Context: an optimization exercise on an open-source flow, tuned for small area. The choices shown serve that exercise and are no tape-out recipe.
Only simulation tests tie the RTL to the original design; equivalence was not proved.
No driver is modelled on the clock port, so clocking that relies on it looks cheaper here than on a real chip.
No activity file was given, so power comes from the tool's default toggle rates.

`flow/design.v`:
```
package aluPkg;
    localparam int OpWidth = 4;
    typedef enum logic [OpWidth-1:0] {
        opPassA = 4'h0,
        opPassB = 4'h1,
        opNotA  = 4'h2,
        opNotB  = 4'h3,
        opAdd   = 4'h4,
        opSub   = 4'h5,
        opMax   = 4'h6,
        opAnd   = 4'h7,
        opOr    = 4'h8,
        opNand  = 4'h9,
        opXor   = 4'hA,
        opLsl   = 4'hB,
        opLsr   = 4'hC,
        opAsl   = 4'hD,
        opAsr   = 4'hE,
        opRorc  = 4'hF
    } aluOp_t;
    typedef struct packed {
        logic zero;
        logic carry;
        logic negative;
        logic overflow;
    } aluFlags_t;
endpackage
package dpTypesPkg;
    localparam int DataWidth   = 8;
    localparam int AddrWidth   = 8;
    localparam int NumGenRegs  = 4;
    localparam int NumAddrRegs = 3;
    localparam int ArfPcIdx = 0;
    localparam int ArfArIdx = 1;
    localparam int ArfSpIdx = 2;
    typedef logic [DataWidth-1:0] data_t;
    typedef logic [AddrWidth-1:0] addr_t;
    typedef logic [$clog2(NumGenRegs)-1:0] regIdx_t;
    typedef enum logic [1:0] {regClear, regLoad, regDec, regInc} regFunc_t;
    typedef enum logic [1:0] {selAR = 2'd0, selSP = 2'd1, selPC = 2'd3} arfSel_t;
    typedef enum logic [1:0] {srcAlu, srcMem, srcImm, srcArf} srcSel_t;
    typedef struct packed {
        regIdx_t                 rfOutASel;
        regIdx_t                 rfOutBSel;
        regFunc_t                rfFunc;
        logic [NumGenRegs-1:0]   rfWrMask;
        logic [3:0]              aluOp;       
        arfSel_t                 arfOutCSel;
        arfSel_t                 arfOutDSel;
        regFunc_t                arfFunc;
        logic [NumAddrRegs-1:0]  arfWrMask;
        logic                    memWr;
        srcSel_t                 muxASel;
        srcSel_t                 muxBSel;
        logic                    muxCSel;     
        data_t                   immediate;
    } ctrlWord_t;
    function automatic data_t stepReg(regFunc_t func, data_t cur, data_t din);
        case (func)
            2'd0:     stepReg = {DataWidth{1'b0}};
            2'd1:     stepReg = din;
            2'd2:     stepReg = cur - 1'b1;
            default:  stepReg = cur + 1'b1;
        endcase
    endfunction
endpackage
`timescale 1ns/10ps
module stepRegBits (
    input  logic       ld_i,       
    input  logic       step_i,     
    input  logic       up_i,       
    input  logic [7:0] ldData_i,
    input  logic [7:0] q_i,
    output logic [7:0] d_o
);
    logic [7:0] tog;
    always_comb begin
        tog[0] = step_i;
        for (int i = 1; i < 8; i++) begin
            tog[i] = tog[i-1] & ~(q_i[i-1] ^ up_i);
        end
    end
    assign d_o = ld_i ? ldData_i : (q_i ^ tog);
endmodule
`timescale 1ns/10ps
`timescale 1ns/10ps
module alu (
    input  logic                 CLK,
    input  logic                 rstN_i,
    input  logic                 we_i,
    input  logic [3:0]           op_i,
    input  logic [7:0]           a_i,
    input  logic [7:0]           b_i,
    output logic [7:0]           result_o,
    output logic [3:0]           flags_o
);
    logic       zQ, cQ, nQ, oQ;
    logic       sub, arith, shl, shr, pass;
    logic [7:0] bx, s;
    logic [8:0] c;
    logic [3:0] tt;
    logic [7:0] lut;
    logic       lt, msbIn;
    logic       cNew;
    assign sub   = (op_i == 4'd5) | (op_i == 4'd6);
    assign arith = (op_i == 4'd4) | (op_i == 4'd5);
    assign shl   = (op_i == 4'd11) | (op_i == 4'd13);
    assign shr   = (op_i == 4'd12) | (op_i == 4'd14) | (op_i == 4'd15);
    assign pass  = ~(shl | shr);
    assign bx = b_i ^ {8{sub}};
    always_comb begin
        c[0] = sub;
        for (int i = 0; i < 8; i++) c[i+1] = (a_i[i] & bx[i]) | (a_i[i] & c[i]) | (bx[i] & c[i]);
    end
    assign lt = ~c[8];
    assign msbIn = ((op_i == 4'd14) & a_i[7]) | ((op_i == 4'd15) & cQ);
    assign s = ({8{pass}} & b_i) | ({8{shl}} & {a_i[6:0], 1'b0}) | ({8{shr}} & {msbIn, a_i[7:1]});
    always_comb begin
        case (op_i)
            4'd0:    tt = 4'b1100;
            4'd1:    tt = 4'b1010;
            4'd2:    tt = 4'b0011;
            4'd3:    tt = 4'b0101;
            4'd4:    tt = 4'b0110;
            4'd5:    tt = 4'b1001;
            4'd6:    tt = lt ? 4'b1010 : 4'b1100;
            4'd7:    tt = 4'b1000;
            4'd8:    tt = 4'b1110;
            4'd9:    tt = 4'b0111;
            4'd10:   tt = 4'b0110;
            default: tt = 4'b1010;
        endcase
    end
    assign lut = ({8{tt[3]}} & a_i & s) | ({8{tt[2]}} & a_i & ~s) | ({8{tt[1]}} & ~a_i & s) | ({8{tt[0]}} & ~a_i & ~s);
    assign result_o = lut ^ ({8{arith}} & c[7:0]);
    assign cNew = (arith & (c[8] ^ sub)) | (shl & a_i[7]) | (shr & a_i[0]) | (~(arith | shl | shr) & cQ);
    always_ff @(posedge CLK) begin
        if (!rstN_i) begin
            {zQ, cQ, nQ, oQ} <= '0;
        end else if (we_i) begin
            zQ <= (result_o == 8'd0);
            nQ <= result_o[7];
            cQ <= cNew;
            if (arith) oQ <= c[8] ^ c[7];
        end
    end
    assign flags_o = {zQ, cQ, nQ, oQ};
endmodule
`timescale 1ns/10ps
module dataPath (
    input  logic                   CLK,
    input  logic                   rstN_i,
    input  logic                   ctrlValid_i,
    input  dpTypesPkg::ctrlWord_t  ctrl_i,
    output dpTypesPkg::data_t      aluOut_o,
    output aluPkg::aluFlags_t      flags_o,
    output dpTypesPkg::addr_t      address_o,
    input  dpTypesPkg::data_t      memRdData_i,
    output logic                   memWe_o
);
    logic [7:0] gr [4];      
    logic [7:0] ar [3];      
    logic [7:0] grD [4];
    logic [7:0] arD [3];
    logic [7:0] rfOutB, arfOutC, arfOutD, aluA, aluResult;
    logic [7:0] grLdData, arLdData;
    logic [3:0] selA, selB, selLdA, selLdB;
    logic [2:0] selC, selD;
    logic       ldA, ldB;
    assign selA = {4{ctrl_i.muxCSel}} & (4'b0001 << ctrl_i.rfOutASel);
    assign selB = 4'b0001 << ctrl_i.rfOutBSel;
    assign selC = {ctrl_i.arfOutCSel[1], ctrl_i.arfOutCSel == 2'd1, ctrl_i.arfOutCSel == 2'd0};
    assign selD = {ctrl_i.arfOutDSel[1], ctrl_i.arfOutDSel == 2'd1, ctrl_i.arfOutDSel == 2'd0};
    assign ldA    = rstN_i & (ctrl_i.rfFunc == 2'd1);
    assign ldB    = rstN_i & (ctrl_i.arfFunc == 2'd1);
    assign selLdA = {4{ldA}} & (4'b0001 << ctrl_i.muxASel);
    assign selLdB = {4{ldB}} & (4'b0001 << ctrl_i.muxBSel);
    assign arfOutC = ({8{selC[0]}} & ar[1]) | ({8{selC[1]}} & ar[2]) | ({8{selC[2]}} & ar[0]);
    assign arfOutD = ({8{selD[0]}} & ar[1]) | ({8{selD[1]}} & ar[2]) | ({8{selD[2]}} & ar[0]);
    assign rfOutB  = ({8{selB[0]}} & gr[0]) | ({8{selB[1]}} & gr[1]) |
                     ({8{selB[2]}} & gr[2]) | ({8{selB[3]}} & gr[3]);
    assign aluA    = ({8{selA[0]}} & gr[0]) | ({8{selA[1]}} & gr[1]) |
                     ({8{selA[2]}} & gr[2]) | ({8{selA[3]}} & gr[3]) |
                     ({8{~ctrl_i.muxCSel}} & arfOutC);
    alu i_alu (
        .CLK      (CLK),
        .rstN_i   (rstN_i),
        .we_i     (ctrlValid_i),
        .op_i     (ctrl_i.aluOp),
        .a_i      (aluA),
        .b_i      (rfOutB),
        .result_o (aluResult),
        .flags_o  (flags_o)
    );
    assign grLdData = ({8{selLdA[0]}} & aluResult) | ({8{selLdA[1]}} & memRdData_i) |
                      ({8{selLdA[2]}} & ctrl_i.immediate) | ({8{selLdA[3]}} & arfOutC);
    assign arLdData = ({8{selLdB[0]}} & aluResult) | ({8{selLdB[1]}} & memRdData_i) |
                      ({8{selLdB[2]}} & ctrl_i.immediate) | ({8{selLdB[3]}} & arfOutC);
    for (genvar r = 0; r < 4; r++) begin : g_gr
        logic en;
        assign en = ctrlValid_i & ctrl_i.rfWrMask[r];
        stepRegBits i_step (
            .ld_i     (~rstN_i | (en & ~ctrl_i.rfFunc[1])),
            .step_i   (rstN_i & en & ctrl_i.rfFunc[1]),
            .up_i     (ctrl_i.rfFunc[0]),
            .ldData_i (grLdData),
            .q_i      (gr[r]),
            .d_o      (grD[r])
        );
        always_ff @(posedge CLK) gr[r] <= grD[r];
    end
    for (genvar r = 0; r < 3; r++) begin : g_ar
        logic en;
        assign en = ctrlValid_i & ctrl_i.arfWrMask[r];
        stepRegBits i_step (
            .ld_i     (~rstN_i | (en & ~ctrl_i.arfFunc[1])),
            .step_i   (rstN_i & en & ctrl_i.arfFunc[1]),
            .up_i     (ctrl_i.arfFunc[0]),
            .ldData_i (arLdData),
            .q_i      (ar[r]),
            .d_o      (arD[r])
        );
        always_ff @(posedge CLK) ar[r] <= arD[r];
    end
    assign memWe_o   = ctrlValid_i & ctrl_i.memWr;
    assign aluOut_o  = aluResult;
    assign address_o = arfOutD;
endmodule
```
`flow/flow/run.sh`:
```
#!/bin/bash
# Own layout flow: the standard ORFS flow with these changes
#  - synthesis maps logic with an area-oriented ABC script (flow/abc_area_min.script)
#    instead of ORFS's abc_area.script, which also buffers and upsizes gates,
#    and without the weak _0 cells;
#    everything else in synthesis is the standard flow's own synth_recipe.tcl, so register
#    names and cells are those of the standard synthesis
#  - ports are buffered with sky130_fd_sc_hd__buf_1 (BUFFER_PORTS_ARGS)
#  - clock tree synthesis uses only sky130_fd_sc_hd__clkbuf_4 and no dummy
#    loads (CTS_ARGS); afterwards flow/post_cts.tcl upsizes to clkbuf_8 any
#    clock buffer whose flip-flop clock pins see a slew over 110 ps
#  - after global routing, gates with timing slack are downsized (RECOVER_POWER)
#  - global placement's timing repair may use only buf_1 and buf_2 (flow/pre_gpl.tcl)
#  - the rest is standard.sh unchanged
# Each tool's output goes to a log file of its own in this folder.
set -euo pipefail
W=$PWD
cat > "$W/own_synth.tcl" <<EOT
# synth_recipe.tcl with the ABC script swapped for flow/abc_area_min.script
proc abc {args} {
  set i [lsearch -exact \$args -script]
  if {\$i >= 0} { lset args [expr {\$i + 1}] $W/flow/abc_area_min.script }
  # the _0 cells are as large as the _1 ones but drive less
  lappend args -dont_use {sky130_fd_sc_hd__*_0}
  puts "own_synth: abc \$args"
  yosys abc {*}\$args
}
source $W/synth_recipe.tcl
EOT
sed "s#$W/synth_recipe.tcl#$W/own_synth.tcl#g" standard.sh > own_standard.sh
grep -q own_synth.tcl own_standard.sh
export CTS_ARGS="-sink_clustering_enable -repair_clock_nets -buf_list {sky130_fd_sc_hd__clkbuf_4} -dont_use_dummy_load"
export POST_CTS_TCL="$W/flow/post_cts.tcl"
export RECOVER_POWER=100
export PRE_GLOBAL_PLACE_TCL="$W/flow/pre_gpl.tcl"
export BUFFER_PORTS_ARGS="-buffer_cell sky130_fd_sc_hd__buf_1"
bash own_standard.sh synth > "$W/log_synth.txt" 2>&1
grep -q "own_synth: abc -script $W/flow/abc_area_min.script" orfs/logs/*/dataPath/base/1_2_yosys.log
bash own_standard.sh > "$W/log_layout.txt" 2>&1
test -s out/final.def
```
`flow/flow/abc_area_min.script`:
```
strash
&get -n
&st
&dch
&nf -R 1000 -C 32
&put
mfs3 -ae
topo
```
`flow/flow/post_cts.tcl`:
```
set_propagated_clock [all_clocks]
estimate_parasitics -placement
array set worst {}
foreach p [all_registers -clock_pins -edge_triggered] {
  set s 0
  foreach k {slew_max_rise slew_max_fall} {
    set v [get_property $p $k]
    if { [string is double -strict $v] && $v > $s } { set s $v }
  }
  set net [get_nets -of_objects $p]
  foreach d [get_pins -of_objects $net -filter "direction == output"] {
    set inst [get_full_name [get_cells -of_objects $d]]
    if { ![info exists worst($inst)] || $s > $worst($inst) } { set worst($inst) $s }
  }
}
set upsized 0
foreach inst [array names worst] {
  set c [get_cells $inst]
  if { $worst($inst) > 0.110 && [get_property $c ref_name] eq "sky130_fd_sc_hd__clkbuf_4" } {
    puts "post_cts: $inst drives clock pins with slew $worst($inst) ns; now clkbuf_8"
    replace_cell $c sky130_fd_sc_hd__clkbuf_8
    incr upsized
  }
}
puts "post_cts: upsized $upsized clock buffers"
if { $upsized > 0 } {
  detailed_placement
  check_placement -verbose
  estimate_parasitics -placement
}
```
`flow/flow/pre_gpl.tcl`:
```
set_dont_use {sky130_fd_sc_hd__buf_4 sky130_fd_sc_hd__buf_6 sky130_fd_sc_hd__buf_8 sky130_fd_sc_hd__buf_12 sky130_fd_sc_hd__buf_16}
```
`flow/standard.sh`:
```
#!/bin/bash
# synth_recipe.tcl (not shown) runs the flow's synth.tcl, then flattens the netlist and writes it again
# the make line also repeats each setting of config.mk as NAME=value (left out here)
make -C /OpenROAD-flow-scripts/flow DESIGN_CONFIG=/design/flow/config.mk WORK_HOME=/design/flow/orfs CLKGATE_MAP_FILE= SYNTH_SCRIPT=/design/flow/synth_recipe.tcl "${@:-finish}"
```
`flow/config.mk`:
```
export PLATFORM = sky130hd
export DESIGN_NAME = dataPath
export DESIGN_NICKNAME = dataPath
export VERILOG_FILES = /design/flow/design.v
export SDC_FILE = /design/flow/constraint.sdc
export NUM_CORES = 4
export LEC_CHECK = 0
export ABC_AREA = 1
export CAP_MARGIN = 20
export CORE_MARGIN = 2
export CORE_UTILIZATION = 45
export CTS_BUF_LIST = sky130_fd_sc_hd__clkbuf_4
export PLACE_DENSITY = 0.5
export SLEW_MARGIN = 20
```
`flow/constraint.sdc`:
```
create_clock -name core_clock -period 10.0 [get_ports {CLK}]
set_input_delay 2.0000 -clock core_clock [delete_from_list [all_inputs] [get_ports {CLK}]]
set_output_delay 2.0000 -clock core_clock [all_outputs]
set_load 0.01 [all_outputs]
```
==> results of run 1 <==
-- metrics by stage --
step                hold slack, ns  power, mW
floorplan                    0.462      0.468
global route                 0.568      0.726
global placement             0.476      0.543
detailed placement           0.491      0.547
finish                       0.516      0.683
-- layer usage --
metal	up-vias	GRT usage, %
met5	-	0
met4	0	7.81
met3	36	5.05
met2	209	48.8
met1	2301	34.3
li1	2431	-
-- worst max-delay path: stages --
cell,delay (ns)
sky130_fd_sc_hd__clkbuf_1,0.21
sky130_fd_sc_hd__nor2_1,0.45
sky130_fd_sc_hd__a222oi_1,0.26
sky130_fd_sc_hd__o211a_1,0.34
sky130_fd_sc_hd__mux2i_1,0.19
sky130_fd_sc_hd__a21oi_1,0.12
sky130_fd_sc_hd__maj3_1,0.39
sky130_fd_sc_hd__maj3_1,0.39
sky130_fd_sc_hd__maj3_1,0.39
sky130_fd_sc_hd__maj3_1,0.39
sky130_fd_sc_hd__maj3_1,0.42
sky130_fd_sc_hd__maj3_1,0.44
sky130_fd_sc_hd__o31ai_1,0.30
sky130_fd_sc_hd__dlygate4sd1_1,0.41
sky130_fd_sc_hd__nor2_1,0.09
sky130_fd_sc_hd__nor3_1,0.17
sky130_fd_sc_hd__nor2_1,0.08
sky130_fd_sc_hd__xnor2_1,0.47
sky130_fd_sc_hd__buf_1,0.21
-- cell families after synthesis --
kind of cell	Yosys count	synth area share (%)
XOR/XNOR	119	22.6
buffers and inverters	16	1.63
adder cells (fa/ha/maj)	6	1.30
AND/OR/NAND/NOR	234	21.0
flip-flops	60	26.1
multiplexers	2	0.462
AO/OA/AOI/OAI	183	26.9
-- worst paths after layout --
path / from / endpoint / slack, ns / cells after the start
min reg2reg: i_alu.nQ / i_alu.nQ / 0.52 / 2
max reg2reg: gr[1][0] / gr[1][6] / 3.68 / 20
min: i_alu.nQ / i_alu.nQ / 0.52 / 2
max: ctrl_i[22] / aluOut_o[6] / 0.30 / 19
-- placed cells by master (no fill, tap or decap), types with 3 or more instances in the layout --
| cell | n |
|---|---|
| sky130_fd_sc_hd__o211a_1 | 5 |
| sky130_fd_sc_hd__buf_1 | 63 |
| sky130_fd_sc_hd__clkbuf_4 | 7 |
| sky130_fd_sc_hd__clkinv_1 | 12 |
| sky130_fd_sc_hd__o21ai_1 | 34 |
| sky130_fd_sc_hd__nand2b_1 | 4 |
| sky130_fd_sc_hd__nand3_1 | 5 |
| sky130_fd_sc_hd__dlygate4sd1_1 | 9 |
| sky130_fd_sc_hd__a21oi_1 | 18 |
| sky130_fd_sc_hd__nand2_1 | 119 |
| sky130_fd_sc_hd__o21ai_2 | 4 |
| sky130_fd_sc_hd__xor2_1 | 62 |
| sky130_fd_sc_hd__nor2b_1 | 5 |
| sky130_fd_sc_hd__dfxtp_1 | 60 |
| sky130_fd_sc_hd__a222oi_1 | 48 |
| sky130_fd_sc_hd__nor3_1 | 15 |
| sky130_fd_sc_hd__clkbuf_1 | 3 |
| sky130_fd_sc_hd__o221ai_1 | 7 |
| sky130_fd_sc_hd__maj3_1 | 6 |
| sky130_fd_sc_hd__o21ai_0 | 56 |
| sky130_fd_sc_hd__nor2_1 | 71 |
| sky130_fd_sc_hd__xnor2_1 | 57 |
-- area by class of cell --
type,count,area share (%)
multi-input cells,544,64.7
flip-flops and latches,60,23.2
repair buffers,77,6.50
well taps,133,3.21
clock buffers,9,1.55
inverters,12,0.869
-- power by group through the flow --
stage	Combinational (mW)	Sequential, mW	Clock, mW
final	0.240	0.304	0.139
after global routing	0.266	0.307	0.153
after floorplan	0.171	0.297	0
after global placement	0.235	0.308	0
after detailed placement	0.239	0.308	0
-- flip-flops by register name, indices dropped and copies added (netlist names) --
register	flops
i_alu.oQ	1
ar	24
gr	32
i_alu.cQ	1
i_alu.zQ	1
i_alu.nQ	1
==> parameters.txt, run 1 <==
Parameter                              Value

Routing
  Count of unresolved DRC violations after routing ... 0
  Top routing layer in use ... met4
  Met3 wirelength from detailed routing ... 834 um
  WL final ... 15100 um
  Total routed wire length on the met1 layer ... 6510 um
  Post-detailed-route count of antenna-violating nets ... 0
  Drt pass-1 iters ... 9
  Via count of the routed design ... 4977
  Iteration-0 DRC count of the detailed router ... 634
  Vias per std cell ... 5.96
  Routed WL per cell ... 18.1 um
  Length of routed met2 wiring ... 7450 um

Placement
  Half-perimeter wire length of the detailed placement result ... 11900 um
  Final GP Congestion ... 0.945
  Placement-stage cell area ... 5080 um^2
  Count of placed standard cells including taps ... 826
  Number of I/O port buffers ... 68
  Pre-CTS setup slack ... 0.391 ns

Logic synthesis
  Largest cells by area after synthesis ... sky130_fd_sc_hd__dfxtp_1 26%, sky130_fd_sc_hd__xor2_1 12%, sky130_fd_sc_hd__xnor2_1 11%
  Mapped Area ... 4610 um^2
  Share of the yosys chip area belonging to registers ... 26.1%
  Count of mapped cells out of synthesis ... 620
  Biggest area consumer among synthesized cells ... sky130_fd_sc_hd__dfxtp_1
  Total number of yosys warnings ... 9
  Syn nets ... 668
  Number of flops mapped to enable cells by yosys ... 0
  Main flop type after synthesis ... sky130_fd_sc_hd__dfxtp_1
  Ys async rst share ... 0%
  Average cell area after synthesis ... 7.43 um^2
  Top cell types by occurrence after synthesis ... 119 x sky130_fd_sc_hd__nand2_1, 94 x sky130_fd_sc_hd__o21ai_1, 72 x sky130_fd_sc_hd__nor2_1, 62 x sky130_fd_sc_hd__xor2_1, 60 x sky130_fd_sc_hd__dfxtp_1
  Most common cell in the netlist ... sky130_fd_sc_hd__nand2_1
  Synth top area share ... 26.1%
  Number of distinct library cell variants in the gate-level netlist after synthesis ... 35
  Flops & latches, synth ... 60

GRT
  Congestion Overflow GR ... 0
  Number of antenna violations at the first check in global routing ... 0
  Total global routing track utilization ... 27.7%
  Number of global-route vias before repair ... 4760
  Pin count of the biggest net entering global routing ... 17
  Wire length of the first global-routing pass ... 24400 um

Power and ir drop
  Peak supply drop ... 0.0000757 V
  Internal cell power ... 409 uW
  Power density normalized to cell area ... 132 nW/um^2
  Relative contribution of combinational cells to total power ... 35.1%
  Switching fraction of total power ... 40.2%
  Relative contribution of sequential cells to total power ... 44.5%
  Switching power ... 274 uW
  Leakage power summed over all cells ... 1.72 nW
  Clock power frac ... 20.4%

Run status
  Status ... no timing/DRC/antenna violations

Timing
  Number of setup violations in the final report ... 0
  FMAX ... 103 MHz
  Shortest clock period the worst path allows after layout ... 9.70 ns
  Fin. Hold Viols ... 0
  Worst relative slew slack ... 35.5%
  Total negative slack ... 0 ns
  Final-report max-slew violation count ... 0
  Worst setup margin ... 0.297 ns
  Fraction of the cycle the final worst path needs ... 97.0%
  Worst slew pin tran ... 0.961 ns
  RSZ-0062 raised after global routing ... false
  Final setup skew ... 0.0286 ns

Floorplanning
  Core Region ... 9860 um^2
  Initial standard-cell utilization of the core ... 46.7%
  Number of placement rows ... 36
  Chip height ... 105 um
  Area of the die ... 11100 um^2
  Number of ports placed on the die boundary ... 69
  Overall die width ... 105 um

Finish
  Net count of the finished layout ... 752
  Area taken by flip-flops and latches ... 1200 um^2
  Combined area of the multi-input logic cells ... 3350 um^2
  Synthesis-to-finish area growth ... 12.4%
  Number of non-filler instances in the completed layout ... 835
  Count of filler cells inserted in the layout ... 1023
  Proportion of layout cells with a drive suffix above 1 ... 2.42%
  Final Util ... 52.5%
  ANT cells ... 0
  Post-route cell area ... 5180 um^2

Clock network
  # clock sinks ... 60
  Clock transition time at the flip-flop clock pins of the worst setup and hold paths ... 0.08 ns
  CTS tree ... yes
  Insertion delay of the later-clocked pin in the worst-skew pair ... 0.43 ns

Setup path
  Data required, critical path ... 8.00 ns
  Critical path type ... input port to primary output
  Crit path max fanout ... 10
  Arrival time at the worst endpoint ... 7.70 ns
  Critical Path End Type ... primary output
  CP startpoint kind ... input port

Job
  Max-cap violation count ... 0

Worst hold path
  Class of the tightest hold or removal check ... flip-flop to flip-flop
==> run 2: changes to the inputs <==
--- a/flow/flow/run.sh
+++ b/flow/flow/run.sh
@@ -9,7 +9,5 @@
 #  - clock tree synthesis uses only sky130_fd_sc_hd__clkbuf_4 and no dummy
 #    loads (CTS_ARGS); afterwards flow/post_cts.tcl upsizes to clkbuf_8 any
-#    clock buffer whose flip-flop clock pins see a slew over 110 ps
-#  - after global routing, gates with timing slack are downsized (RECOVER_POWER)
-#  - global placement's timing repair may use only buf_1 and buf_2 (flow/pre_gpl.tcl)
+#    clock buffer whose flip-flop clock pins see a slew over 100 ps
 #  - the rest is standard.sh unchanged
 # Each tool's output goes to a log file of its own in this folder.
@@ -32,6 +30,4 @@
 export CTS_ARGS="-sink_clustering_enable -repair_clock_nets -buf_list {sky130_fd_sc_hd__clkbuf_4} -dont_use_dummy_load"
 export POST_CTS_TCL="$W/flow/post_cts.tcl"
-export RECOVER_POWER=100
-export PRE_GLOBAL_PLACE_TCL="$W/flow/pre_gpl.tcl"
 export BUFFER_PORTS_ARGS="-buffer_cell sky130_fd_sc_hd__buf_1"
 bash own_standard.sh synth > "$W/log_synth.txt" 2>&1
--- a/flow/flow/post_cts.tcl
+++ b/flow/flow/post_cts.tcl
@@ -17,5 +17,5 @@
 foreach inst [array names worst] {
   set c [get_cells $inst]
-  if { $worst($inst) > 0.110 && [get_property $c ref_name] eq "sky130_fd_sc_hd__clkbuf_4" } {
+  if { $worst($inst) > 0.100 && [get_property $c ref_name] eq "sky130_fd_sc_hd__clkbuf_4" } {
     puts "post_cts: $inst drives clock pins with slew $worst($inst) ns; now clkbuf_8"
     replace_cell $c sky130_fd_sc_hd__clkbuf_8
--- a/flow/config.mk
+++ b/flow/config.mk
@@ -9,6 +9,5 @@
 export CAP_MARGIN = 20
 export CORE_MARGIN = 2
-export CORE_UTILIZATION = 45
+export CORE_UTILIZATION = 65
 export CTS_BUF_LIST = sky130_fd_sc_hd__clkbuf_4
-export PLACE_DENSITY = 0.5
 export SLEW_MARGIN = 20
removed: flow/flow/pre_gpl.tcl
==> run 2 against run 1 <==
Net effect:
- routed wire length shrank 5.3%
- combinational power about the same
- register-to-register slack better by 0.12 ns
- critical path type unchanged
- core utilization rose by 22 points
- highest routed layer unchanged
- setup slack gained 0.14 ns
- sequential cell count is the same
- cell area decreased by 1.7%
- largest cell class unchanged
==> parameters.txt, run 2 <==
Parameter                              Value

Run status
  Status ... no timing/DRC/antenna violations

Placement
  Number of I/O port buffers ... 68
  Half-perimeter wire length of the detailed placement result ... 10700 um
  Final GP Congestion ... 0.957
  Pre-CTS setup slack ... 0.439 ns

Timing
  Total negative slack ... 0 ns
  Worst setup margin ... 0.434 ns
  Fraction of the cycle the final worst path needs ... 95.7%
  Fin. Hold Viols ... 0
  Final hold slack ... 0.512 ns
  Final-report max-slew violation count ... 0
  Final setup skew ... 0.0307 ns
  FMAX ... 105 MHz
  Number of setup violations in the final report ... 0
  Shortest clock period the worst path allows after layout ... 9.57 ns
  Worst slew pin tran ... 1.07 ns
  RSZ-0062 raised after global routing ... false
  Worst relative slew slack ... 28.4%

Clock network
  # clock sinks ... 60
  CTS tree ... yes
  Insertion delay of the later-clocked pin in the worst-skew pair ... 0.41 ns
  Clock transition time at the flip-flop clock pins of the worst setup and hold paths ... 0.08 ns

Floorplanning
  Number of placement rows ... 30
  Overall die width ... 88.2 um
  Area of the die ... 7780 um^2
  Initial standard-cell utilization of the core ... 67.5%
  Chip height ... 88.2 um
  Number of ports placed on the die boundary ... 69
  Core Region ... 6830 um^2

GRT
  Congestion Overflow GR ... 0
  Pin count of the biggest net entering global routing ... 32
  Total global routing track utilization ... 37.1%
  Number of global-route vias before repair ... 4673
  Number of antenna violations at the first check in global routing ... 0
  Wire length of the first global-routing pass ... 22500 um

Logic synthesis
  Post-synthesis compound-gate area fraction ... 26.9%
  Total number of yosys warnings ... 9
  Post-Synth Simple-Gate Area ... 21.0%
  Count of mapped cells out of synthesis ... 620
  Adder-cell share of the synthesized area ... 1.30%
  Ys async rst share ... 0%
  Top cell types by occurrence after synthesis ... 119 x sky130_fd_sc_hd__nand2_1, 94 x sky130_fd_sc_hd__o21ai_1, 72 x sky130_fd_sc_hd__nor2_1, 62 x sky130_fd_sc_hd__xor2_1, 60 x sky130_fd_sc_hd__dfxtp_1
  Largest cells by area after synthesis ... sky130_fd_sc_hd__dfxtp_1 26%, sky130_fd_sc_hd__xor2_1 12%, sky130_fd_sc_hd__xnor2_1 11%
  Number of distinct library cell variants in the gate-level netlist after synthesis ... 35
  Syn nets ... 668
  Average cell area after synthesis ... 7.43 um^2
  Synth top area share ... 26.1%
  Mapped Area ... 4610 um^2
  Flops & latches, synth ... 60
  Synth Area in XOR/XNOR ... 22.6%
  Combinational family with the most area after synthesis ... compound AO/OA/AOI/OAI gates
  Share of the yosys chip area belonging to registers ... 26.1%
  Number of flops mapped to enable cells by yosys ... 0
  Main flop type after synthesis ... sky130_fd_sc_hd__dfxtp_1
  Biggest area consumer among synthesized cells ... sky130_fd_sc_hd__dfxtp_1
  Portion of netlist area occupied by mux cells ... 0.462%
  Most common cell in the netlist ... sky130_fd_sc_hd__nand2_1

Power and ir drop
  Peak supply drop ... 0.0000947 V
  Power density normalized to cell area ... 136 nW/um^2
  Leakage power summed over all cells ... 1.66 nW

Setup path
  Arrival time at the worst endpoint ... 7.57 ns
  Largest stage delay, worst path ... 0.44 ns
  Crit-path slowest cell ... sky130_fd_sc_hd__nor2_1
  Crit path max fanout ... 12
  Critical Path End Type ... primary output
  Most used cell, CP ... sky130_fd_sc_hd__maj3_1
  CP startpoint kind ... input port
  Data required, critical path ... 8.00 ns
  Ordered cell list for the critical path ... buf_1, nand2_1, nor2_1, a222oi_1, o211a_1, mux2i_1, a21oi_1, maj3_1, maj3_1, maj3_1, maj3_1, maj3_1, maj3_1, o31ai_1, nor2_1, nor2_2, a21oi_1, nor2_1, xor2_1, buf_1
  Critical path type ... input port to primary output

Routing
  Vias per std cell ... 6.53
  Drt pass-1 iters ... 10
  Count of unresolved DRC violations after routing ... 0
  WL final ... 14300 um
  Routed WL per cell ... 18.1 um
  Via count of the routed design ... 5181
  Post-detailed-route count of antenna-violating nets ... 0
  Iteration-0 DRC count of the detailed router ... 981

Finish
  Most common cell after layout, fill and taps aside ... sky130_fd_sc_hd__nand2_1
  Count of filler cells inserted in the layout ... 570
  Synthesis-to-finish area growth ... 10.5%
  Flip-flop count of the largest register, all copies and words added ... 32
  Register ranked first by flip-flop count ... gr
  Biggest regs ... gr: 32 flops, ar: 24 flops
  Net count of the finished layout ... 747
  ANT cells ... 0
  Commonest non-fill, non-tap cells in the layout ... 119 x sky130_fd_sc_hd__nand2_1, 91 x sky130_fd_sc_hd__o21ai_1, 71 x sky130_fd_sc_hd__nor2_1
  Proportion of layout cells with a drive suffix above 1 ... 2.58%
  Final Util ... 74.5%

Job
  Max-cap violation count ... 0

Worst hold path
  Class of the tightest hold or removal check ... flip-flop to flip-flop
-- run 2: cell count changes in the layout (fill, tap and decap cells not counted), moves of 2 or more --
cell / change
sky130_fd_sc_hd__buf_1: +4
sky130_fd_sc_hd__buf_4: +4
sky130_fd_sc_hd__clkbuf_1: -3
sky130_fd_sc_hd__clkbuf_4: -2
sky130_fd_sc_hd__clkbuf_8: +2
sky130_fd_sc_hd__dlygate4sd1_1: -9
sky130_fd_sc_hd__o21ai_0: -56
sky130_fd_sc_hd__o21ai_1: +57
-- run 2: worst max-delay path, delay by kind of cell --
kind                     cells  cell delay, ns
adder cells (fa/ha/maj)      6            2.39
XOR/XNOR                     1            0.32
AO/OA/AOI/OAI                5            0.98
multiplexers                 1            0.19
buffers and inverters        2            0.58
AND/OR/NAND/NOR              5            1.10
-- run 2: area by class of cell --
type	instances	area, um^2	share of cell area [%]
Multi-Input combinational cell	544	3350	65.7
Sequential cell	60	1200	23.6
Timing Repair Buffer	72	287	5.63
Tap cell	96	120	2.36
Clock buffer	9	92.6	1.82
Inverter	12	45.0	0.885
-- run 2: metrics by stage --
step	instances	cell area, um^2	total power [mW]
after floorplan	620	4610	0.468
after global placement	784	4980	0.534
after detailed placement	784	4980	0.542
after global routing	793	5090	0.729
final	793	5090	0.691
-- run 2: worst paths after layout --
kind / slack (ns) / startpoint / to / cells past startpoint
max: 0.43 / ctrl_i[8] / aluOut_o[1] / 20
min: 0.51 / i_alu.nQ / i_alu.nQ / 2
max reg2reg: 3.80 / gr[1][0] / gr[1][7] / 20
min reg2reg: 0.51 / i_alu.nQ / i_alu.nQ / 2
-- run 2: per-layer routing --
metal,GRT usage (%),share of wire [%],up-vias
met4,14.5,3.6,0
met1,44.6,38,2332
li1,-,-,2433
met5,0,0,-
met2,63.2,48,346
met3,9.61,10,70
-- run 2: cells by family after synthesis --
family,Yosys count
muxes,2
buffers and inverters,16
AOI/OAI and AO/OA,183
and+or+nand+nor,234
xor gates and xnor gates,119
adders and majority gates,6
DFF,60
-- run 2: power by group --
group	internal (mW)	switching, mW	leakage (nW)
logic	0.0950	0.148	1.12
clock network	0.0586	0.0858	0.0518
registers	0.265	0.0393	0.492
==> run 3: changes to the inputs <==
--- a/flow/config.mk
+++ b/flow/config.mk
@@ -9,5 +9,5 @@
 export CAP_MARGIN = 20
 export CORE_MARGIN = 2
-export CORE_UTILIZATION = 65
+export CORE_UTILIZATION = 55
 export CTS_BUF_LIST = sky130_fd_sc_hd__clkbuf_4
 export SLEW_MARGIN = 20
==> run 3 against run 2 <==
Net effect:
- largest power group unchanged
- register-to-register slack improved by 0.05 ns
- cell area increased by 0.39%
- critical endpoint unchanged
- worst hold slack improved by 0.0024 ns
- still clean on timing, DRC and antenna
- combinational power about the same
- core utilization decreased by 12 points
- highest routed layer unchanged
- global-route usage decreased by 4.5 points
==> parameters.txt, run 3 <==
Parameter                              Value

Setup path
  Most used cell, CP ... sky130_fd_sc_hd__maj3_1
  Crit path max fanout ... 12
  Critical Path End Type ... primary output
  CP startpoint kind ... input port
  Data required, critical path ... 8.00 ns
  Crit-path slowest cell ... sky130_fd_sc_hd__nor2_1
  Arrival time at the worst endpoint ... 7.66 ns
  Largest stage delay, worst path ... 0.45 ns
  Critical path type ... input port to primary output
  Ordered cell list for the critical path ... buf_1, nand2_1, nor2_1, a222oi_1, o211a_1, mux2i_1, a21oi_1, maj3_1, maj3_1, maj3_1, maj3_1, maj3_1, maj3_1, o31ai_1, nor2_1, nor2_2, a21oi_1, nor2_1, xor2_1, buf_1

Timing
  RSZ-0062 raised after global routing ... false
  Fraction of the cycle the final worst path needs ... 96.6%
  Total negative slack ... 0 ns
  Worst relative slew slack ... 29.0%
  Final setup skew ... 0.0283 ns
  Number of setup violations in the final report ... 0
  Fin. Hold Viols ... 0
  Final hold slack ... 0.514 ns
  Worst slew pin tran ... 1.06 ns
  Final-report max-slew violation count ... 0
  FMAX ... 104 MHz
  Shortest clock period the worst path allows after layout ... 9.66 ns

Floorplanning
  Number of ports placed on the die boundary ... 69
  Area of the die ... 9130 um^2
  Number of placement rows ... 33
  Core Region ... 8180 um^2
  Chip height ... 95.5 um
  Overall die width ... 95.5 um
  Initial standard-cell utilization of the core ... 56.4%

Logic synthesis
  Most common cell in the netlist ... sky130_fd_sc_hd__nand2_1
  Biggest area consumer among synthesized cells ... sky130_fd_sc_hd__dfxtp_1
  Number of flops mapped to enable cells by yosys ... 0
  Count of mapped cells out of synthesis ... 620
  Flops & latches, synth ... 60
  Average cell area after synthesis ... 7.43 um^2
  Synth top area share ... 26.1%
  Share of the yosys chip area belonging to registers ... 26.1%
  Mapped Area ... 4610 um^2
  Total number of yosys warnings ... 9
  Largest cells by area after synthesis ... sky130_fd_sc_hd__dfxtp_1 26%, sky130_fd_sc_hd__xor2_1 12%, sky130_fd_sc_hd__xnor2_1 11%
  Syn nets ... 668
  Top cell types by occurrence after synthesis ... 119 x sky130_fd_sc_hd__nand2_1, 94 x sky130_fd_sc_hd__o21ai_1, 72 x sky130_fd_sc_hd__nor2_1, 62 x sky130_fd_sc_hd__xor2_1, 60 x sky130_fd_sc_hd__dfxtp_1
  Main flop type after synthesis ... sky130_fd_sc_hd__dfxtp_1
  Ys async rst share ... 0%
  Number of distinct library cell variants in the gate-level netlist after synthesis ... 35

Finish
  Commonest non-fill, non-tap cells in the layout ... 119 x sky130_fd_sc_hd__nand2_1, 93 x sky130_fd_sc_hd__o21ai_1, 71 x sky130_fd_sc_hd__nor2_1
  Net count of the finished layout ... 750
  Synthesis-to-finish area growth ... 10.9%
  ANT cells ... 0
  Register ranked first by flip-flop count ... gr
  Most common cell after layout, fill and taps aside ... sky130_fd_sc_hd__nand2_1
  Flip-flop count of the largest register, all copies and words added ... 32
  Area taken by flip-flops and latches ... 1200 um^2
  Combined area of the multi-input logic cells ... 3340 um^2
  Proportion of layout cells with a drive suffix above 1 ... 2.71%
  Biggest regs ... gr: 32 flops, ar: 24 flops
  Count of filler cells inserted in the layout ... 784

Clock network
  Insertion delay of the later-clocked pin in the worst-skew pair ... 0.42 ns
  Clock transition time at the flip-flop clock pins of the worst setup and hold paths ... 0.09 ns
  CTS tree ... yes
  # clock sinks ... 60

Worst hold path
  Class of the tightest hold or removal check ... flip-flop to flip-flop

GRT
  Number of antenna violations at the first check in global routing ... 0
  Number of global-route vias before repair ... 4693
  Total global routing track utilization ... 32.5%
  Wire length of the first global-routing pass ... 23100 um
  Congestion Overflow GR ... 0
  Pin count of the biggest net entering global routing ... 32

Routing
  Routed WL per cell ... 18.3 um
  Via count of the routed design ... 5009
  WL final ... 14700 um
  Count of unresolved DRC violations after routing ... 0
  Post-detailed-route count of antenna-violating nets ... 0
  Iteration-0 DRC count of the detailed router ... 537
  Vias per std cell ... 6.22
  Drt pass-1 iters ... 9

Placement
  Half-perimeter wire length of the detailed placement result ... 11300 um
  Final GP Congestion ... 0.912
  Number of I/O port buffers ... 68

Run status
  Status ... no timing/DRC/antenna violations

Power and ir drop
  Power density normalized to cell area ... 135 nW/um^2
  Leakage power summed over all cells ... 1.67 nW
  Peak supply drop ... 0.0000721 V

Job
  Max-cap violation count ... 0
run 3: critical path, delay by kind of cell:
family                     cells  cell delay (ns)
AOI/OAI and AO/OA              5             0.97
xor gates and xnor gates       1             0.34
adders and majority gates      6             2.42
buffers and inverters          2             0.61
muxes                          1             0.19
and+or+nand+nor                5             1.10
run 3: through the flow:
step | std cells | util [%] | total power, mW | cell area (um^2) | setup slack, ns
finish | 805 | 62.5 | 0.690 | 5110 | 0.341
global route | 805 | 62.5 | 0.729 | 5110 | 0.0483
detailed placement | 795 | 61.3 | 0.545 | 5010 | 0.432
global placement | 795 | 61.3 | 0.538 | 5010 | 0.632
floorplan | 620 | - | 0.468 | 4610 | 0.964
run 3: worst paths after layout:
kind | end | slack (ns) | depth (start not counted) | from
max | aluOut_o[1] | 0.34 | 20 | ctrl_i[8]
max reg2reg | gr[2][6] | 3.85 | 20 | gr[1][0]
min reg2reg | i_alu.nQ | 0.51 | 2 | i_alu.nQ
min | i_alu.nQ | 0.51 | 2 | i_alu.nQ
run 3: area by class of cell:
cell class	count	area share (%)
Sequential cell	60	23.5
Tap cell	105	2.57
Timing Repair Buffer	75	6.05
Inverter	12	0.881
Clock buffer	9	1.69
Multi-Input combinational cell	544	65.3
run 3: per-layer routing:
layer  vias to the layer above  track usage [%]  share of wire [%]
met4                         0             14.5                3.4
met2                       232             56.2                 49
met5                         -                0                  0
met3                        41             6.48                7.2
met1                      2318             38.8                 41
li1                       2418                -                  -
run 3: power breakdown:
group / leakage [nW] / total (mW) / switching, mW / internal (mW)
clock: 0.0492 / 0.143 / 0.0888 / 0.0544
combinational: 1.13 / 0.242 / 0.146 / 0.0956
sequential: 0.492 / 0.305 / 0.0400 / 0.265
run 3: cells by family (layout without fill, tap and decap cells):
family,Yosys count,after routing,synth area share (%)
AND/OR/NAND/NOR,234,234,21.0
adder cells (fa/ha/maj),6,6,1.30
buffers and inverters,16,96,1.63
multiplexers,2,2,0.462
flip-flops,60,60,26.1
XOR/XNOR,119,119,22.6
AO/OA/AOI/OAI,183,183,26.9

what the ideal ports hide:
The results above use ideal ports. As a check the final layouts listed here were re-extracted and re-timed, cells and wires unchanged. Step 1 sets driving cells, clkbuf_16 on the clock port and buf_2 on the other inputs (assumed; they add their load-dependent delay and slew). Step 2 times the ports against the registers' clock, not the clock port: input delays grow and output delays shrink by t, the midpoint of the rising clock arrivals with the driver on. Three values: ideal, step 1, step 2; two values: the first two.
| run | t (ns) | slack for setup (ns) | worst setup path after step 2 | worst register clock-pin slew, ns | cell pins on the clock port's net |
|---|---|---|---|---|---|
| run 1 | 0.450 | 0.297 / 0.269 / 0.269 | input to output | 0.10 / 0.10 | 1 |
| run 2 | 0.427 | 0.434 / 0.398 / 0.398 | input to output | 0.10 / 0.10 | 1 |
| run 3 | 0.434 | 0.341 / 0.319 / 0.319 | input to output | 0.10 / 0.10 | 1 |
After both steps setup and hold are still met in every run listed. The setup slack of run 2, which loses most, moves by -0.036 ns with the drivers and by -0.036 ns with both steps.
